From an optimization exercise on the open Yosys and OpenROAD flow, aimed at a short achievable clock period and few clock cycles; shortcuts taken in it are not production practice.
The RTL was checked by simulation tests, not by an equivalence proof against the original design.

==> job 6304: inputs <==
==> flow/design.v <==
package reconstrutor_caminho_pkg;
  localparam int unsigned ADDR_WIDTH_PADRAO = 8;
  localparam int unsigned GRADE_LADO        = 8;
  localparam int unsigned MAX_PASSOS_PADRAO = GRADE_LADO * GRADE_LADO;
  function automatic integer largura_passos(input integer max_passos);
    largura_passos = $clog2(max_passos + 1);
  endfunction
endpackage
module rc_ao22i (
  input  logic a0,
  input  logic b0,
  input  logic a1,
  input  logic b1,
  output logic y
);
  assign y = !((a0 && b0) || (a1 && b1));
endmodule
module rc_ao22 (
  input  logic a0,
  input  logic b0,
  input  logic a1,
  input  logic b1,
  output logic y
);
  assign y = (a0 && b0) || (a1 && b1);
endmodule
module rc_nand2 (
  input  logic a,
  input  logic b,
  output logic y
);
  assign y = !(a && b);
endmodule
module rc_nor2 (
  input  logic a,
  input  logic b,
  output logic y
);
  assign y = !(a || b);
endmodule
module rc_seleciona #(
  parameter int unsigned N = 256
) (
  input  logic [N-1:0] s,
  input  logic [N-1:0] d,
  output logic         y
);
  localparam int unsigned L = $clog2(N);
  logic [N-2:0] v;
  for (genvar i = 0; i < N / 2; i++) begin : g_folha
    rc_ao22i u (.a0(s[2*i]), .b0(d[2*i]), .a1(s[2*i+1]), .b1(d[2*i+1]), .y(v[i]));
  end
  for (genvar k = 1; k < L; k++) begin : g_nivel
    for (genvar i = 0; i < (N >> (k + 1)); i++) begin : g_no
      if (k % 2 == 1) begin : g_e
        rc_nand2 u (.a(v[N - (N >> (k - 1)) + 2*i]), .b(v[N - (N >> (k - 1)) + 2*i + 1]),
                    .y(v[N - (N >> k) + i]));
      end else begin : g_ou
        rc_nor2 u (.a(v[N - (N >> (k - 1)) + 2*i]), .b(v[N - (N >> (k - 1)) + 2*i + 1]),
                   .y(v[N - (N >> k) + i]));
      end
    end
  end
  assign y = v[N - 2];
endmodule
module reconstrutor_caminho
#(
  parameter int unsigned ADDR_WIDTH   = reconstrutor_caminho_pkg::ADDR_WIDTH_PADRAO,
  parameter int unsigned MAX_PASSOS   = reconstrutor_caminho_pkg::MAX_PASSOS_PADRAO,
  parameter int unsigned PASSOS_WIDTH = reconstrutor_caminho_pkg::largura_passos(MAX_PASSOS)
) (
  input  logic                    clk,
  input  logic                    rst,
  input  logic                    anterior_wr_en_in,
  input  logic [ADDR_WIDTH-1:0]   anterior_wr_addr_in,
  input  logic [ADDR_WIDTH-1:0]   anterior_wr_data_in,
  input  logic                    iniciar_in,
  input  logic [ADDR_WIDTH-1:0]   fonte_in,
  input  logic [ADDR_WIDTH-1:0]   destino_in,
  input  logic                    ordem_direta_in,
  output logic [ADDR_WIDTH-1:0]   caminho_data_out,
  output logic                    caminho_valid_out,
  input  logic                    caminho_ready_in,
  output logic                    caminho_ultimo_out,
  output logic                    ocupado_out,
  output logic                    pronto_out,
  output logic                    erro_out,
  output logic [PASSOS_WIDTH-1:0] comprimento_out
);
  localparam int unsigned AW = ADDR_WIDTH;
  localparam int unsigned NN = 2 ** ADDR_WIDTH;
  localparam int unsigned PW = PASSOS_WIDTH;
  localparam int unsigned HW = AW / 2;
  localparam int unsigned LW = AW - HW;
  logic          r_ocupado;
  logic          r_livre;       
  logic          r_andando;     
  logic          r_direta;
  logic [AW-1:0] r_fonte;
  logic [AW-1:0] r_atual;
  logic [NN-1:0] r_oh;          
  logic [PW-1:0] r_passos;      
  logic          r_valid;
  logic          r_vazio;       
  logic          r_ultimo;
  logic [AW-1:0] r_dado;
  logic [PW-1:0] r_idx;         
  logic          r_pronto;
  logic          r_erro;
  logic [PW-1:0] r_comprimento;
  logic [PW-1:0] r_len;         
  logic [AW-1:0] r_caminho [MAX_PASSOS+1];
  logic [NN-1:0][AW-1:0] r_tabela;
  logic [NN-1:0]         w_morto;
  logic                  w_escreve;
  logic [NN-1:0]         w_wa_oh;
  assign w_escreve = r_livre && anterior_wr_en_in;
  for (genvar y = 0; y < NN; y++) begin : g_ent
    assign w_wa_oh[y] = (anterior_wr_addr_in[AW-1:LW] == HW'(y >> LW)) &&
                        (anterior_wr_addr_in[LW-1:0] == LW'(y));
    always_ff @(posedge clk) begin
      if (w_escreve && w_wa_oh[y]) begin
        r_tabela[y] <= anterior_wr_data_in;
      end
    end
    assign w_morto[y] = (r_tabela[y] == AW'(y));
  end
  logic [AW-1:0] w_prox;
  logic [NN-1:0] w_prox_oh;
  logic [AW-1:0] w_pred;        
  for (genvar b = 0; b < AW; b++) begin : g_le
    logic [NN-1:0] w_col;
    for (genvar y = 0; y < NN; y++) begin : g_y
      assign w_col[y] = r_tabela[y][b];
    end
    rc_seleciona #(.N(NN)) u_le (.s(r_oh), .d(w_col), .y(w_pred[b]));
  end
  logic w_fonte, w_fim_morto;   
  logic w_pred_fonte;           
  assign w_fonte      = (r_atual == r_fonte);
  assign w_pred_fonte = (w_pred == r_fonte);
  logic w_atual_morto;
  rc_seleciona #(.N(NN)) u_morto (.s(r_oh), .d(w_morto), .y(w_atual_morto));
  assign w_fim_morto = w_atual_morto || (r_passos == PW'(MAX_PASSOS));
  logic w_avanca;               
  assign w_avanca = r_vazio || caminho_ready_in;
  logic          w_segue;
  logic [AW-1:0] w_outro;
  assign w_segue = !r_livre && !(r_andando && !r_direta && !w_avanca);
  assign w_outro = r_livre ? destino_in : r_atual;
  assign w_prox  = w_segue ? w_pred : w_outro;
  logic [NN-1:0] w_pred_oh;
  logic [NN-1:0] w_outro_oh;
  for (genvar y = 0; y < NN; y++) begin : g_sel
    assign w_pred_oh[y]  = (w_pred[AW-1:LW] == HW'(y >> LW)) &&
                           (w_pred[LW-1:0] == LW'(y));
    assign w_outro_oh[y] = (w_outro[AW-1:LW] == HW'(y >> LW)) &&
                           (w_outro[LW-1:0] == LW'(y));
    rc_ao22 u_sel (.a0(w_segue), .b0(w_pred_oh[y]), .a1(!w_segue), .b1(w_outro_oh[y]),
                   .y(w_prox_oh[y]));
  end
  always_ff @(posedge clk) begin
    r_oh    <= w_prox_oh;
    r_atual <= w_prox;
  end
  always_ff @(posedge clk) begin
    r_pronto <= 1'b0;
    if (rst) begin
      r_ocupado     <= 1'b0;
      r_livre       <= 1'b1;
      r_andando     <= 1'b0;
      r_valid       <= 1'b0;
      r_vazio       <= 1'b1;
      r_erro        <= 1'b0;
      r_comprimento <= '0;
    end else if (r_livre) begin
      if (iniciar_in) begin
        r_ocupado <= 1'b1;
        r_livre   <= 1'b0;
        r_andando <= 1'b1;
        r_direta  <= ordem_direta_in;
        r_fonte   <= fonte_in;
        r_passos  <= '0;
      end
    end else if (r_andando && r_direta) begin
      r_caminho[r_passos] <= r_atual;
      r_passos <= r_passos + PW'(1);
      r_dado   <= r_fonte;
      r_ultimo <= w_fonte;
      r_idx    <= r_passos;
      r_len    <= w_fonte ? PW'(1) : r_passos + PW'(2);
      r_erro   <= w_fim_morto && !w_fonte;
      if (w_fonte || (!w_fim_morto && w_pred_fonte)) begin
        r_andando <= 1'b0;
        r_valid   <= 1'b1;
        r_vazio   <= 1'b0;
      end else if (w_fim_morto) begin
        r_andando <= 1'b0;
        r_ocupado <= 1'b0;
        r_livre   <= 1'b1;
      end
    end else if (r_andando) begin
      if (w_avanca) begin
        r_dado   <= r_atual;
        r_ultimo <= w_fonte;
        r_passos <= r_passos + PW'(1);
        r_len    <= r_passos + PW'(1);
        if (w_fonte) begin
          r_andando     <= 1'b0;
          r_valid       <= 1'b1;
          r_vazio       <= 1'b0;
          r_erro        <= 1'b0;
        end else if (w_fim_morto) begin
          r_andando <= 1'b0;
          r_valid   <= 1'b0;
          r_vazio   <= 1'b1;
          r_erro    <= 1'b1;
          r_ocupado <= 1'b0;
          r_livre   <= 1'b1;
        end else begin
          r_valid <= 1'b1;
          r_vazio <= 1'b0;
        end
      end
    end else if (caminho_ready_in) begin
      if (r_ultimo) begin
        r_valid   <= 1'b0;
        r_vazio   <= 1'b1;
        r_ocupado <= 1'b0;
        r_livre   <= 1'b1;
        r_pronto  <= 1'b1;
        r_comprimento <= r_len;
      end else begin
        r_dado   <= r_caminho[r_idx];
        r_ultimo <= (r_idx == '0);
        r_idx    <= r_idx - PW'(1);
      end
    end
  end
  assign caminho_data_out   = r_dado;
  assign caminho_valid_out  = r_valid;
  assign caminho_ultimo_out = r_ultimo;
  assign ocupado_out        = r_ocupado;
  assign pronto_out         = r_pronto;
  assign erro_out           = r_erro;
  assign comprimento_out    = r_comprimento;
endmodule
==> flow/run.sh <==
#!/bin/bash
# synth_recipe.tcl (not shown) runs the flow's synth.tcl, then flattens the netlist and writes it again
# the make line also repeats each setting of config.mk as NAME=value (left out here)
make -C /OpenROAD-flow-scripts/flow DESIGN_CONFIG=/design/flow/config.mk WORK_HOME=/design/flow/orfs CLKGATE_MAP_FILE= SYNTH_SCRIPT=/design/flow/synth_recipe.tcl finish
==> flow/config.mk <==
export PLATFORM = sky130hd
export DESIGN_NAME = reconstrutor_caminho
export DESIGN_NICKNAME = reconstrutor_caminho
export VERILOG_FILES = /design/flow/design.v
export SDC_FILE = /design/flow/constraint.sdc
export NUM_CORES = 4
export LEC_CHECK = 0
export ABC_CLOCK_PERIOD_IN_PS = 2000
export CAP_MARGIN = 20
export CORE_MARGIN = 2
export CORE_UTILIZATION = 40
export PLACE_DENSITY = 0.7
export SETUP_SLACK_MARGIN = 3.5
export SLEW_MARGIN = 20
export SYNTH_HIERARCHICAL = 1
export SYNTH_MINIMUM_KEEP_SIZE = 0
==> flow/constraint.sdc <==
create_clock -name core_clock -period 6.0 [get_ports {clk}]
set_input_delay 1.2000 -clock core_clock [delete_from_list [all_inputs] [get_ports {clk}]]
set_output_delay 1.2000 -clock core_clock [all_outputs]
set_load 0.01 [all_outputs]
==> job 813 (differences from job 6304) <==
==> flow/design.v, changed modules only <==
module reconstrutor_caminho
#(
  parameter int unsigned ADDR_WIDTH   = reconstrutor_caminho_pkg::ADDR_WIDTH_PADRAO,
  parameter int unsigned MAX_PASSOS   = reconstrutor_caminho_pkg::MAX_PASSOS_PADRAO,
  parameter int unsigned PASSOS_WIDTH = reconstrutor_caminho_pkg::largura_passos(MAX_PASSOS)
) (
  input  logic                    clk,
  input  logic                    rst,
  input  logic                    anterior_wr_en_in,
  input  logic [ADDR_WIDTH-1:0]   anterior_wr_addr_in,
  input  logic [ADDR_WIDTH-1:0]   anterior_wr_data_in,
  input  logic                    iniciar_in,
  input  logic [ADDR_WIDTH-1:0]   fonte_in,
  input  logic [ADDR_WIDTH-1:0]   destino_in,
  input  logic                    ordem_direta_in,
  output logic [ADDR_WIDTH-1:0]   caminho_data_out,
  output logic                    caminho_valid_out,
  input  logic                    caminho_ready_in,
  output logic                    caminho_ultimo_out,
  output logic                    ocupado_out,
  output logic                    pronto_out,
  output logic                    erro_out,
  output logic [PASSOS_WIDTH-1:0] comprimento_out
);
  localparam int unsigned AW = ADDR_WIDTH;
  localparam int unsigned NN = 2 ** ADDR_WIDTH;
  localparam int unsigned PW = PASSOS_WIDTH;
  localparam int unsigned HW = AW / 2;
  localparam int unsigned LW = AW - HW;
  logic          r_ocupado;
  logic          r_livre;       
  logic          r_andando;     
  logic          r_direta;
  logic [AW-1:0] r_fonte;
  logic [AW-1:0] r_atual;
  logic [NN-1:0] r_oh;          
  logic [PW-1:0] r_passos;      
  logic          r_valid;
  logic          r_vazio;       
  logic          r_ultimo;
  logic [AW-1:0] r_dado;
  logic [PW-1:0] r_idx;         
  logic          r_pronto;
  logic          r_erro;
  logic [PW-1:0] r_comprimento;
  logic [AW-1:0] r_caminho [MAX_PASSOS+1];
  logic [NN-1:0][AW-1:0] r_tabela;
  logic [NN-1:0]         w_morto;
  logic                  w_escreve;
  logic [NN-1:0]         w_wa_oh;
  assign w_escreve = r_livre && anterior_wr_en_in;
  for (genvar y = 0; y < NN; y++) begin : g_ent
    assign w_wa_oh[y] = (anterior_wr_addr_in[AW-1:LW] == HW'(y >> LW)) &&
                        (anterior_wr_addr_in[LW-1:0] == LW'(y));
    always_ff @(posedge clk) begin
      if (w_escreve && w_wa_oh[y]) begin
        r_tabela[y] <= anterior_wr_data_in;
      end
    end
    assign w_morto[y] = (r_tabela[y] == AW'(y));
  end
  logic [AW-1:0] w_prox;
  logic [NN-1:0] w_prox_oh;
  for (genvar y = 0; y < NN; y++) begin : g_dec
    assign w_prox_oh[y] = (w_prox[AW-1:LW] == HW'(y >> LW)) &&
                          (w_prox[LW-1:0] == LW'(y));
  end
  logic [AW-1:0] w_pred;        
  for (genvar b = 0; b < AW; b++) begin : g_le
    logic [NN-1:0] w_col;
    for (genvar y = 0; y < NN; y++) begin : g_y
      assign w_col[y] = r_tabela[y][b];
    end
    rc_seleciona #(.N(NN)) u_le (.s(r_oh), .d(w_col), .y(w_pred[b]));
  end
  logic w_fonte, w_fim_morto;   
  assign w_fonte     = (r_atual == r_fonte);
  logic w_atual_morto;
  rc_seleciona #(.N(NN)) u_morto (.s(r_oh), .d(w_morto), .y(w_atual_morto));
  assign w_fim_morto = w_atual_morto || (r_passos == PW'(MAX_PASSOS));
  logic w_avanca;               
  assign w_avanca = r_vazio || caminho_ready_in;
  assign w_prox = r_livre ? destino_in : w_pred;
  always_ff @(posedge clk) begin
    if (r_livre || (r_andando && (r_direta || w_avanca))) begin
      r_oh    <= w_prox_oh;
      r_atual <= w_prox;
    end
  end
  always_ff @(posedge clk) begin
    r_pronto <= 1'b0;
    if (rst) begin
      r_ocupado     <= 1'b0;
      r_livre       <= 1'b1;
      r_andando     <= 1'b0;
      r_valid       <= 1'b0;
      r_vazio       <= 1'b1;
      r_erro        <= 1'b0;
      r_comprimento <= '0;
    end else if (r_livre) begin
      if (iniciar_in) begin
        r_ocupado <= 1'b1;
        r_livre   <= 1'b0;
        r_andando <= 1'b1;
        r_direta  <= ordem_direta_in;
        r_fonte   <= fonte_in;
        r_passos  <= '0;
      end
    end else if (r_andando && r_direta) begin
      r_caminho[r_passos] <= r_atual;
      r_passos <= r_passos + PW'(1);
      r_dado   <= r_fonte;
      r_ultimo <= (r_passos == '0);
      r_idx    <= r_passos - PW'(1);
      if (w_fonte) begin
        r_andando     <= 1'b0;
        r_valid       <= 1'b1;
        r_vazio       <= 1'b0;
        r_erro        <= 1'b0;
        r_comprimento <= r_passos + PW'(1);
      end else if (w_fim_morto) begin
        r_andando <= 1'b0;
        r_erro    <= 1'b1;
        r_ocupado <= 1'b0;
        r_livre   <= 1'b1;
      end
    end else if (r_andando) begin
      if (w_avanca) begin
        r_dado   <= r_atual;
        r_ultimo <= w_fonte;
        r_passos <= r_passos + PW'(1);
        if (w_fonte) begin
          r_andando     <= 1'b0;
          r_valid       <= 1'b1;
          r_vazio       <= 1'b0;
          r_erro        <= 1'b0;
          r_comprimento <= r_passos + PW'(1);
        end else if (w_fim_morto) begin
          r_andando <= 1'b0;
          r_valid   <= 1'b0;
          r_vazio   <= 1'b1;
          r_erro    <= 1'b1;
          r_ocupado <= 1'b0;
          r_livre   <= 1'b1;
        end else begin
          r_valid <= 1'b1;
          r_vazio <= 1'b0;
        end
      end
    end else if (caminho_ready_in) begin
      if (r_ultimo) begin
        r_valid   <= 1'b0;
        r_vazio   <= 1'b1;
        r_ocupado <= 1'b0;
        r_livre   <= 1'b1;
        r_pronto  <= 1'b1;
      end else begin
        r_dado   <= r_caminho[r_idx];
        r_ultimo <= (r_idx == '0);
        r_idx    <= r_idx - PW'(1);
      end
    end
  end
  assign caminho_data_out   = r_dado;
  assign caminho_valid_out  = r_valid;
  assign caminho_ultimo_out = r_ultimo;
  assign ocupado_out        = r_ocupado;
  assign pronto_out         = r_pronto;
  assign erro_out           = r_erro;
  assign comprimento_out    = r_comprimento;
endmodule
// module rc_ao22 removed
- PLACE_DENSITY: 0.7 -> not set
==> job 7656 (differences from job 6304) <==
- PLACE_DENSITY: 0.7 -> not set
==> job 5041 (differences from job 6304) <==
==> flow/design.v, changed modules only <==
module reconstrutor_caminho
#(
  parameter int unsigned ADDR_WIDTH   = reconstrutor_caminho_pkg::ADDR_WIDTH_PADRAO,
  parameter int unsigned MAX_PASSOS   = reconstrutor_caminho_pkg::MAX_PASSOS_PADRAO,
  parameter int unsigned PASSOS_WIDTH = reconstrutor_caminho_pkg::largura_passos(MAX_PASSOS)
) (
  input  logic                    clk,
  input  logic                    rst,
  input  logic                    anterior_wr_en_in,
  input  logic [ADDR_WIDTH-1:0]   anterior_wr_addr_in,
  input  logic [ADDR_WIDTH-1:0]   anterior_wr_data_in,
  input  logic                    iniciar_in,
  input  logic [ADDR_WIDTH-1:0]   fonte_in,
  input  logic [ADDR_WIDTH-1:0]   destino_in,
  input  logic                    ordem_direta_in,
  output logic [ADDR_WIDTH-1:0]   caminho_data_out,
  output logic                    caminho_valid_out,
  input  logic                    caminho_ready_in,
  output logic                    caminho_ultimo_out,
  output logic                    ocupado_out,
  output logic                    pronto_out,
  output logic                    erro_out,
  output logic [PASSOS_WIDTH-1:0] comprimento_out
);
  localparam int unsigned AW = ADDR_WIDTH;
  localparam int unsigned NN = 2 ** ADDR_WIDTH;
  localparam int unsigned PW = PASSOS_WIDTH;
  localparam int unsigned HW = AW / 2;
  localparam int unsigned LW = AW - HW;
  logic          r_ocupado;
  logic          r_andando;     
  logic          r_direta;
  logic [AW-1:0] r_fonte;
  logic [AW-1:0] r_atual;
  logic          r_morto;       
  logic          r_morto0;      
  logic          r_primeiro;    
  logic [NN-1:0] r_oh;          
  logic [PW-1:0] r_passos;      
  logic          r_valid;
  logic          r_ultimo;
  logic [AW-1:0] r_dado;
  logic [PW-1:0] r_idx;         
  logic          r_pronto;
  logic          r_erro;
  logic [PW-1:0] r_comprimento;
  logic [AW-1:0] r_caminho [MAX_PASSOS+1];
  logic [NN-1:0][AW-1:0] r_tabela;
  logic [NN-1:0]         w_morto;
  logic [NN-1:0]         r_morto2;
  logic                  w_escreve;
  logic                  w_v_morto;    
  logic [NN-1:0]         w_wa_oh;
  logic [NN-1:0]         w_wv_oh;
  logic                  r_pw;
  logic [AW-1:0]         r_pa;
  logic                  r_pm;
  assign w_escreve = !r_ocupado && anterior_wr_en_in;
  assign w_v_morto = (anterior_wr_data_in == anterior_wr_addr_in) || |(w_wv_oh & w_morto);
  always_ff @(posedge clk) begin
    r_pw <= !rst && w_escreve;
    r_pa <= anterior_wr_addr_in;
    r_pm <= w_v_morto;
  end
  for (genvar y = 0; y < NN; y++) begin : g_ent
    assign w_wa_oh[y] = (anterior_wr_addr_in[AW-1:LW] == HW'(y >> LW)) &&
                        (anterior_wr_addr_in[LW-1:0] == LW'(y));
    assign w_wv_oh[y] = (anterior_wr_data_in[AW-1:LW] == HW'(y >> LW)) &&
                        (anterior_wr_data_in[LW-1:0] == LW'(y));
    always_ff @(posedge clk) begin
      if (w_escreve && w_wa_oh[y]) begin
        r_tabela[y] <= anterior_wr_data_in;
      end
    end
    always_ff @(posedge clk) begin
      if (w_escreve && !w_wa_oh[y] && (r_tabela[y] == anterior_wr_addr_in)) begin
        r_morto2[y] <= (anterior_wr_data_in == anterior_wr_addr_in);
      end else if (r_pw && (r_pa == AW'(y))) begin
        r_morto2[y] <= r_pm;
      end
    end
    assign w_morto[y] = (r_tabela[y] == AW'(y));
  end
  logic [NN-1:0] w_destino_oh;
  logic [NN-1:0] w_prox_oh;
  logic [AW-1:0] w_prox;
  for (genvar y = 0; y < NN; y++) begin : g_dec
    assign w_destino_oh[y] = (destino_in[AW-1:LW] == HW'(y >> LW)) &&
                             (destino_in[LW-1:0] == LW'(y));
    assign w_prox_oh[y]    = (w_prox[AW-1:LW] == HW'(y >> LW)) &&
                             (w_prox[LW-1:0] == LW'(y));
  end
  logic [AW-1:0] w_pred;        
  logic          w_pred_morto;  
  logic          s_morto;       
  assign w_pred_morto = |(r_oh & r_morto2);
  assign s_morto      = |(w_destino_oh & w_morto);
  for (genvar b = 0; b < AW; b++) begin : g_le
    logic [NN-1:0] w_col;
    for (genvar y = 0; y < NN; y++) begin : g_y
      assign w_col[y] = r_tabela[y][b];
    end
    assign w_pred[b] = |(r_oh & w_col);
  end
  logic w_fonte, w_fim_morto;   
  assign w_fonte     = (r_atual == r_fonte);
  assign w_fim_morto = (r_primeiro ? r_morto0 : r_morto) || (r_passos == PW'(MAX_PASSOS));
  logic w_avanca;               
  assign w_avanca = !r_valid || caminho_ready_in;
  assign w_prox = w_pred;
  always_ff @(posedge clk) begin
    if (!r_ocupado) begin
      r_oh       <= w_destino_oh;
      r_atual    <= destino_in;
      r_morto0   <= s_morto;
      r_primeiro <= 1'b1;
    end else if (r_andando && (r_direta || w_avanca)) begin
      r_oh       <= w_prox_oh;
      r_atual    <= w_prox;
      r_primeiro <= 1'b0;
    end
  end
  always_ff @(posedge clk) begin
    if (r_andando && (r_direta || w_avanca)) r_morto <= w_pred_morto;
  end
  always_ff @(posedge clk) begin
    r_pronto <= 1'b0;
    if (rst) begin
      r_ocupado     <= 1'b0;
      r_andando     <= 1'b0;
      r_valid       <= 1'b0;
      r_erro        <= 1'b0;
      r_comprimento <= '0;
    end else if (!r_ocupado) begin
      if (iniciar_in) begin
        r_ocupado <= 1'b1;
        r_andando <= 1'b1;
        r_direta  <= ordem_direta_in;
        r_fonte   <= fonte_in;
        r_passos  <= '0;
      end
    end else if (r_andando && r_direta) begin
      r_caminho[r_passos] <= r_atual;
      r_passos <= r_passos + PW'(1);
      r_dado   <= r_fonte;
      r_ultimo <= (r_passos == '0);
      r_idx    <= r_passos - PW'(1);
      if (w_fonte) begin
        r_andando     <= 1'b0;
        r_valid       <= 1'b1;
        r_erro        <= 1'b0;
        r_comprimento <= r_passos + PW'(1);
      end else if (w_fim_morto) begin
        r_andando <= 1'b0;
        r_erro    <= 1'b1;
        r_ocupado <= 1'b0;
      end
    end else if (r_andando) begin
      if (w_avanca) begin
        r_dado   <= r_atual;
        r_ultimo <= w_fonte;
        r_passos <= r_passos + PW'(1);
        if (w_fonte) begin
          r_andando     <= 1'b0;
          r_valid       <= 1'b1;
          r_erro        <= 1'b0;
          r_comprimento <= r_passos + PW'(1);
        end else if (w_fim_morto) begin
          r_andando <= 1'b0;
          r_valid   <= 1'b0;
          r_erro    <= 1'b1;
          r_ocupado <= 1'b0;
        end else begin
          r_valid <= 1'b1;
        end
      end
    end else if (caminho_ready_in) begin
      if (r_ultimo) begin
        r_valid   <= 1'b0;
        r_ocupado <= 1'b0;
        r_pronto  <= 1'b1;
      end else begin
        r_dado   <= r_caminho[r_idx];
        r_ultimo <= (r_idx == '0);
        r_idx    <= r_idx - PW'(1);
      end
    end
  end
  assign caminho_data_out   = r_dado;
  assign caminho_valid_out  = r_valid;
  assign caminho_ultimo_out = r_ultimo;
  assign ocupado_out        = r_ocupado;
  assign pronto_out         = r_pronto;
  assign erro_out           = r_erro;
  assign comprimento_out    = r_comprimento;
endmodule
// module rc_ao22i removed
// module rc_ao22 removed
// module rc_nand2 removed
// module rc_nor2 removed
// module rc_seleciona removed
- CORE_UTILIZATION: 40 -> 45
- PLACE_DENSITY: 0.7 -> 0.56
- SYNTH_HIERARCHICAL: 1 -> not set
- SYNTH_MINIMUM_KEEP_SIZE: 0 -> not set
==> comparison <==
Of job 813 and job 7656, job 7656 has the higher critical path depth (gap 2). First-iteration DRC count, highest first: job 6304, job 7656, job 813. Core utilization: job 6304 < job 7656 < job 813. Die area: job 813 is smaller than job 6304 (1.4%). Job 5041 stopped in global routing (5_1_grt), error GRT-0116. Job 813 went through all stages and came out clean. Job 6304 ran to the end with no violations. Job 7656 finished clean.
Testbench counts of job 6304, summed over its fixed seeds: cycles 52,800.
Testbench counts of job 813, summed over its fixed seeds: cycles 53,266.
Testbench counts of job 7656, summed over its fixed seeds: cycles 52,800.
Testbench counts of job 5041, summed over its fixed seeds: cycles 53,266.

-- afterwards: timing with drivers on the ports --
The flow's constraints put no driver on any port. The routed layouts listed below were extracted and timed again, unchanged, in two steps. Step 1 sets driving cells, clkbuf_16 on the clock port and buf_2 on the other inputs (assumed; they add their load-dependent delay and slew). Step 2 times the ports against the registers' clock, not the clock port: input delays grow and output delays shrink by t, the midpoint of the rising clock arrivals with the driver on. Slacks: ideal ports / drivers / drivers and shift; pairs: ideal ports / drivers.
| run | t, ns | setup WS [ns] | hold WS [ns] | worst setup path at the end |
|---|---|---|---|---|
| job 6304 | 0.928 | 2.875 / 2.875 / 2.215 | 0.468 / 0.468 / 0.468 | input to register |
| job 813 | 0.936 | 2.784 / 2.784 / 2.412 | 0.506 / 0.506 / 0.506 | input to register |
| job 7656 | 0.979 | 2.861 / 2.861 / 2.183 | 0.463 / 0.463 / 0.463 | input to register |
After both steps setup and hold are still met in every run listed. For job 7656, which loses most, drivers alone change the setup slack by 0.000 ns; drivers and shift together by -0.678 ns.
